Source: an optimization exercise on an open RTL-to-GDS flow (aim: small area, a short achievable clock period and few clock cycles per item). Production flows keep margins and buffers that such runs may drop. Only simulation tests tie the RTL to the original design; equivalence was not proved. Power is estimated from default activity; no workload was simulated.

==> flow/design.v <==
module axi_block_bridge #(
  parameter int ADDR_WIDTH     = 64,
  parameter int AXI_DATA_WIDTH = 64,
  parameter int BLOCK_WIDTH    = 512
) (
  input  logic                        clk,
  input  logic                        arstn,
  input  logic                        i_start_read,
  input  logic                        i_start_write,
  input  logic [ADDR_WIDTH-1:0]       i_addr,
  input  logic [BLOCK_WIDTH-1:0]      i_data_block,
  output logic [BLOCK_WIDTH-1:0]      o_data_block,
  output logic                        o_read_last,
  output logic                        o_b_resp,
  output logic                        o_bus_error,
  output logic [ADDR_WIDTH-1:0]       m_araddr,
  output logic [7:0]                  m_arlen,
  output logic [2:0]                  m_arsize,
  output logic [1:0]                  m_arburst,
  output logic                        m_arvalid,
  input  logic                        m_arready,
  input  logic [AXI_DATA_WIDTH-1:0]   m_rdata,
  input  logic [1:0]                  m_rresp,
  input  logic                        m_rlast,
  input  logic                        m_rvalid,
  output logic                        m_rready,
  output logic [ADDR_WIDTH-1:0]       m_awaddr,
  output logic [7:0]                  m_awlen,
  output logic [2:0]                  m_awsize,
  output logic [1:0]                  m_awburst,
  output logic                        m_awvalid,
  input  logic                        m_awready,
  output logic [AXI_DATA_WIDTH-1:0]   m_wdata,
  output logic [AXI_DATA_WIDTH/8-1:0] m_wstrb,
  output logic                        m_wlast,
  output logic                        m_wvalid,
  input  logic                        m_wready,
  input  logic [1:0]                  m_bresp,
  input  logic                        m_bvalid,
  output logic                        m_bready
);
  localparam int BEATS = BLOCK_WIDTH / AXI_DATA_WIDTH;
  localparam int OFF_W = $clog2(BLOCK_WIDTH / 8);
  localparam logic [7:0] AX_LEN  = 8'(BEATS - 1);
  localparam logic [2:0] AX_SIZE = 3'($clog2(AXI_DATA_WIDTH / 8));
  logic                                 idle_q;
  logic                                 arvalid_q, rready_q;
  logic                                 awvalid_q, wvalid_q, bready_q;
  logic [BEATS-1:0]                     rptr_q, wptr_q;
  logic [ADDR_WIDTH-1:OFF_W]            addr_q, addr_d;
  logic [BEATS-1:0][AXI_DATA_WIDTH-1:0] wbuf_q, rblk_q, rblk_d;
  logic                                 acc_w, acc_r, r_hs, w_hs, b_hs, r_end, w_end;
  assign acc_w = idle_q && i_start_write;
  assign acc_r = idle_q && !i_start_write && i_start_read;
  assign r_hs  = m_rvalid && rready_q;
  assign w_hs  = m_wvalid && m_wready;
  assign b_hs  = m_bvalid && bready_q;
  assign r_end = r_hs && rptr_q[BEATS-1];
  assign w_end = m_wready && wptr_q[BEATS-1];
  assign m_arvalid = acc_r || arvalid_q;
  assign m_awvalid = acc_w || awvalid_q;
  assign m_wvalid  = acc_w || wvalid_q;
  always_ff @(posedge clk or negedge arstn) begin
    if (!arstn) begin
      idle_q    <= 1'b1;
      arvalid_q <= 1'b0;
      rready_q  <= 1'b0;
      awvalid_q <= 1'b0;
      wvalid_q  <= 1'b0;
      bready_q  <= 1'b0;
      rptr_q    <= '0;
      wptr_q    <= '0;
    end else begin
      idle_q    <= idle_q ? !(i_start_write || i_start_read) : (o_read_last || o_b_resp);
      arvalid_q <= m_arvalid && !m_arready;
      rready_q  <= (m_arvalid && m_arready) || (rready_q && !r_end);
      awvalid_q <= m_awvalid && !m_awready;
      wvalid_q  <= m_wvalid && !w_end;
      bready_q  <= (bready_q && !m_bvalid) ||
                   ((awvalid_q || wvalid_q) && !(m_awvalid && !m_awready) && !(wvalid_q && !w_end));
      if (acc_r)     rptr_q <= BEATS'(1);
      else if (r_hs) rptr_q <= rptr_q << 1;
      if (acc_w)     wptr_q <= m_wready ? BEATS'(2) : BEATS'(1);
      else if (w_hs) wptr_q <= wptr_q << 1;
    end
  end
  assign addr_d = (arvalid_q || awvalid_q) ? addr_q : i_addr[ADDR_WIDTH-1:OFF_W];
  always_ff @(posedge clk) begin
    addr_q <= addr_d;
    if (idle_q) wbuf_q <= i_data_block;
  end
  always_comb begin
    for (int k = 0; k < BEATS; k++) rblk_d[k] = rptr_q[k] ? m_rdata : rblk_q[k];
  end
  always_ff @(posedge clk or negedge arstn) begin
    if (!arstn) rblk_q <= '0;
    else        rblk_q <= rblk_d;
  end
  always_comb begin
    m_wdata = {AXI_DATA_WIDTH{idle_q}} & i_data_block[AXI_DATA_WIDTH-1:0];
    for (int k = 0; k < BEATS; k++)
      m_wdata = m_wdata | ({AXI_DATA_WIDTH{wptr_q[k]}} & wbuf_q[k]);
  end
  assign o_data_block = {rblk_d[BEATS-1], rblk_q[BEATS-2:0]};
  assign o_read_last  = r_end;
  assign o_b_resp     = b_hs;
  assign m_rready  = rready_q;
  assign m_bready  = bready_q;
  assign m_wlast   = wptr_q[BEATS-1];
  assign m_wstrb   = '1;
  assign m_araddr  = {addr_d, {OFF_W{1'b0}}};
  assign m_arlen   = AX_LEN;
  assign m_arsize  = AX_SIZE;
  assign m_arburst = 2'b01;
  assign m_awaddr  = {addr_d, {OFF_W{1'b0}}};
  assign m_awlen   = AX_LEN;
  assign m_awsize  = AX_SIZE;
  assign m_awburst = 2'b01;
  logic err_q;
  always_ff @(posedge clk or negedge arstn) begin
    if (!arstn) err_q <= 1'b0;
    else if ((r_hs && m_rresp != 2'b00) || (b_hs && m_bresp != 2'b00)) err_q <= 1'b1;
  end
  assign o_bus_error = err_q;
  logic unused_in;
  assign unused_in = &{1'b0, m_rlast, i_addr[OFF_W-1:0]};
endmodule
==> flow/run.sh <==
#!/bin/bash
# synth_recipe.tcl (not shown) runs the flow's synth.tcl, then flattens the netlist and writes it again
# the make line also repeats each setting of config.mk as NAME=value (left out here)
make -C /OpenROAD-flow-scripts/flow DESIGN_CONFIG=/design/flow/config.mk WORK_HOME=/design/flow/orfs CLKGATE_MAP_FILE= SYNTH_SCRIPT=/design/flow/synth_recipe.tcl finish
==> flow/config.mk <==
export PLATFORM = sky130hd
export DESIGN_NAME = axi_block_bridge
export DESIGN_NICKNAME = axi_block_bridge
export VERILOG_FILES = /design/flow/design.v
export SDC_FILE = /design/flow/constraint.sdc
export NUM_CORES = 4
export LEC_CHECK = 0
export CAP_MARGIN = 20
export CORE_AREA = 5 5 415 415
export DIE_AREA = 0 0 420 420
export SETUP_SLACK_MARGIN = 2.5
export SLEW_MARGIN = 20
==> flow/constraint.sdc <==
create_clock -name core_clock -period 5.0 [get_ports {clk}]
set_input_delay 1.0000 -clock core_clock [delete_from_list [all_inputs] [get_ports {clk}]]
set_output_delay 1.0000 -clock core_clock [all_outputs]
set_load 0.01 [all_outputs]
==> results.txt <==
Fin crit period - 3750 ps
Syn avg cell area - 16.0 um^2
Number of global-route vias before repair - 29300
Nets - 4590
Hold slack - 224 ps
Row cnt - 150
Fillers - 15500
Die Footprint - 176000 um^2
Cell count after synthesis - 2752
Via density - 4.51
CP required - 4000 ps
Static leakage - 26.0 nW
Clock network power share - 19.5%
First-pass GRT wire length - 234000 um
Initial cell density of the core - 26.3%
Max Cap Viol - 0
TNS Setup - 0 ps
Commonest cells after routing, fill and taps aside - clkdlybuf4s50_1 (626), dfrtp_1 (516), edfxtp_1 (512)
Number of DRC markers in iteration 0 - 2164
DRC Markers - 0
Final HPWL DP - 118000 um
CTS root buf - clkbuf_16
Io pins - 1401
Worst-path clk slew - 60 ps
Inserted Clock Buffers - 117
GRT Util Overall - 18.9%
Min setup slack post-route - 1250 ps
Period Utilization, post-route - 75.0%
Share of post-route cells with drive strength above 1 - 38.3%
Worst-margin pin slew - 1090 ps
Crit path arrival time - 2750 ps
Largest net degree at the start of global routing - 103
WL per Instance - 28.3 um
Sink Count - 1105
Die Y - 420 um
Delay of the slowest critical-path stage - 740 ps
Total internal power - 28.2 mW
CP Cell Sequence - buf_12, buf_16, a222oi_1, nand3_1, buf_6
PortBufs - 1347
Grt ovf - 0
Core Region - 167000 um^2
Number of synthesized flops with an enable pin - 512
Slowest CP cell - a222oi_1
Ys flop type - dfrtp_1
Sequential power share - 34.7%
CTS tree - done
Setup Viol. Count Final - 0
Commonest non-fill, non-tap cell in the layout - clkdlybuf4s50_1
Final Instance Area - 65200 um^2
Count of cell types in the netlist - 34
Post-DP Area - 56600 um^2
Die X - 420 um
Clock buffer depth - 3
Layout area overhead - 48.0%
GP Congestion - 0.873
Worst hold path type - in2async
Critical Path End Type - primary output
Pwr dens - 661 nW/um^2
Worst-path fanout max - 7
H-tree level count - 3
Slew HR - 26.3%
Seq/Total Area, Yosys - 67.9%
Setup crit start kind - flop
CTS Hold Bufs - 0
Initial antenna violation count - 37
Post-synthesis register bit count - 1105
Initial DRT Pass Iterations - 9
Asr flop ratio synth - 48.4%
Clk latency of the worst-skew pair - 770 ps
Ys Warns - 1
Worst Skew - 32.9 ps
Post-DRT Antenna Nets - 0
Fmax - 0.267 GHz
Outcome - finished clean
Cell Area, Synth - 44100 um^2
Switching pwr - 15.0 mW
Worst slack at placement - 860 ps
Total power - 43.1 mW
Unrepaired setup endpoints after global routing - yes
Crit Path Class - reg2out
Max Transition Viols Final - 0
Maximum vdd drop - 0.000364 V
Vias - 28200
Hold Vio Cnt, Final - 0
Comb power frac - 45.8%
Sw Ratio - 34.7%
Routed wire length - 177000 um
==> through the flow <==
step	cells	util [%]
after CTS	6167	38.2
after detailed placement	5746	33.8
after global routing	6252	39.0
after floorplan	2796	-
final	6256	39.0
after global placement	5746	33.8
==> synthesized netlist by cell type, drive strengths merged, types with 2 or more instances <==
cell type	count	area (um^2)
a221oi	64	561
a21oi	15	75.1
edfxtp	512	15400
nor2b	2	12.5
nand3b	2	15.0
dfrtp	534	13400
and2	3	18.8
dfxtp	58	1160
a22o	65	569
or2	2	15.0
o21ai	3	15.0
clkbuf	24	91.3
inv	2	7.51
nand3	72	360
nand2	24	90.1
conb	2	7.51
a22oi	64	480
buf	659	4690
mux2	570	6420
a222oi	64	641
nor2	3	11.3
==> cell type report <==
cell class	count	area, um^2	share of cell area, %
sequential	1105	30000	46.0
multi-input combinational	1006	10400	15.9
clock inverter	40	305	0.468
timing repair buffer	1704	18300	28.1
tap	2204	2760	4.23
antenna	22	55.1	0.0844
inverter	2	7.51	0.0115
clock buffer	173	3400	5.21
==> registers in the layout (all words and copies together) (netlist names) <==
signal and flops:
addr_q 58, rblk_q 512, rptr_q 8, wvalid_q 1, err_q 1, idle_q 1
rready_q 1, bready_q 1, arvalid_q 1, wptr_q 8, awvalid_q 1, wbuf_q 512
==> power groups by stage <==
stage | logic (mW) | registers [mW] | clock network, mW
after global routing | 20.6 | 15.3 | 8.98
after floorplan | 9.88 | 14.5 | 0
after detailed placement | 16.9 | 15.6 | 0
after global placement | 16.7 | 15.5 | 0
after CTS | 19.1 | 15.0 | 8.59
final | 19.8 | 14.9 | 8.42
==> layer usage <==
metal	share of wire, %	wire length [um]	global-route usage [%]	vias up
li1	-	-	-	12100
met2	52	92300	33.7	1330
met4	4.6	8150	8.37	14
met5	0.058	102	0	-
met1	35	62700	20.7	14500
met3	7.7	13500	5.61	305
==> logic make-up after synthesis <==
logic type	Yosys count	share of synthesized area (%)
buf+inv	685	10.9
flops	1105	67.9
other cells	2	0.0170
compound gates	280	5.40
simple gates	110	1.22
mux	570	14.6
==> worst max-delay path: cells and delay by family (launching register included) <==
family | cells | cell delay [ps]
AO/OA/AOI/OAI | 1 | 740
buffers and inverters | 3 | 500
flip-flops | 1 | 490
AND/OR/NAND/NOR | 1 | 230
==> worst paths after layout <==
kind	start	end	slack [ps]	cells after the start
setup / recovery	idle_q	m_wdata[38]	1250	5
hold / removal	arstn	rblk_q[481]	220	1
setup reg to reg	rptr_q[2]	rblk_q[166]	2820	2
hold reg to reg	err_q	err_q	470	1
max in group asynchronous	arstn	rblk_q[246]	3440	3
min in group core_clock	err_q	err_q	470	1
==> repair_timing <==
item	CTS	global route
cloned	28	1
gates resized for setup	2288	307
buffers inserted	180	66
endpoints found under the setup margin	701	278
pin swaps	92	66
Testbench counts, summed over its fixed seeds: cycles 41,243, items 3,200.

what the ideal ports hide:
No port has a modelled driver above. Below, the same layout with a new extraction and two added sets of constraints. Step 1 (the two cells are an assumption about what drives the block):
set clk [get_ports {clk}]
set_driving_cell -lib_cell sky130_fd_sc_hd__clkbuf_16 $clk
set_driving_cell -lib_cell sky130_fd_sc_hd__buf_2 [delete_from_list [all_inputs] $clk]
Step 2 moves the port delays by t, midway between the first and last clock arrival at a register: inputs arrive t later, outputs are due t later. That takes back most of the time a late clock gives input paths. Three values: no drivers, after step 1, after step 2; two values: the first two.
shift t [ns]: 0.829
setup WS [ns]: 1.252 / 1.172 / 1.286
worst slew at a driven data input, ns: 0.32
pins driven straight from the clock port: 1
After both steps setup and hold are still met in this run. The setup slack of this run moves by -0.080 ns with the drivers and by +0.034 ns with both steps.
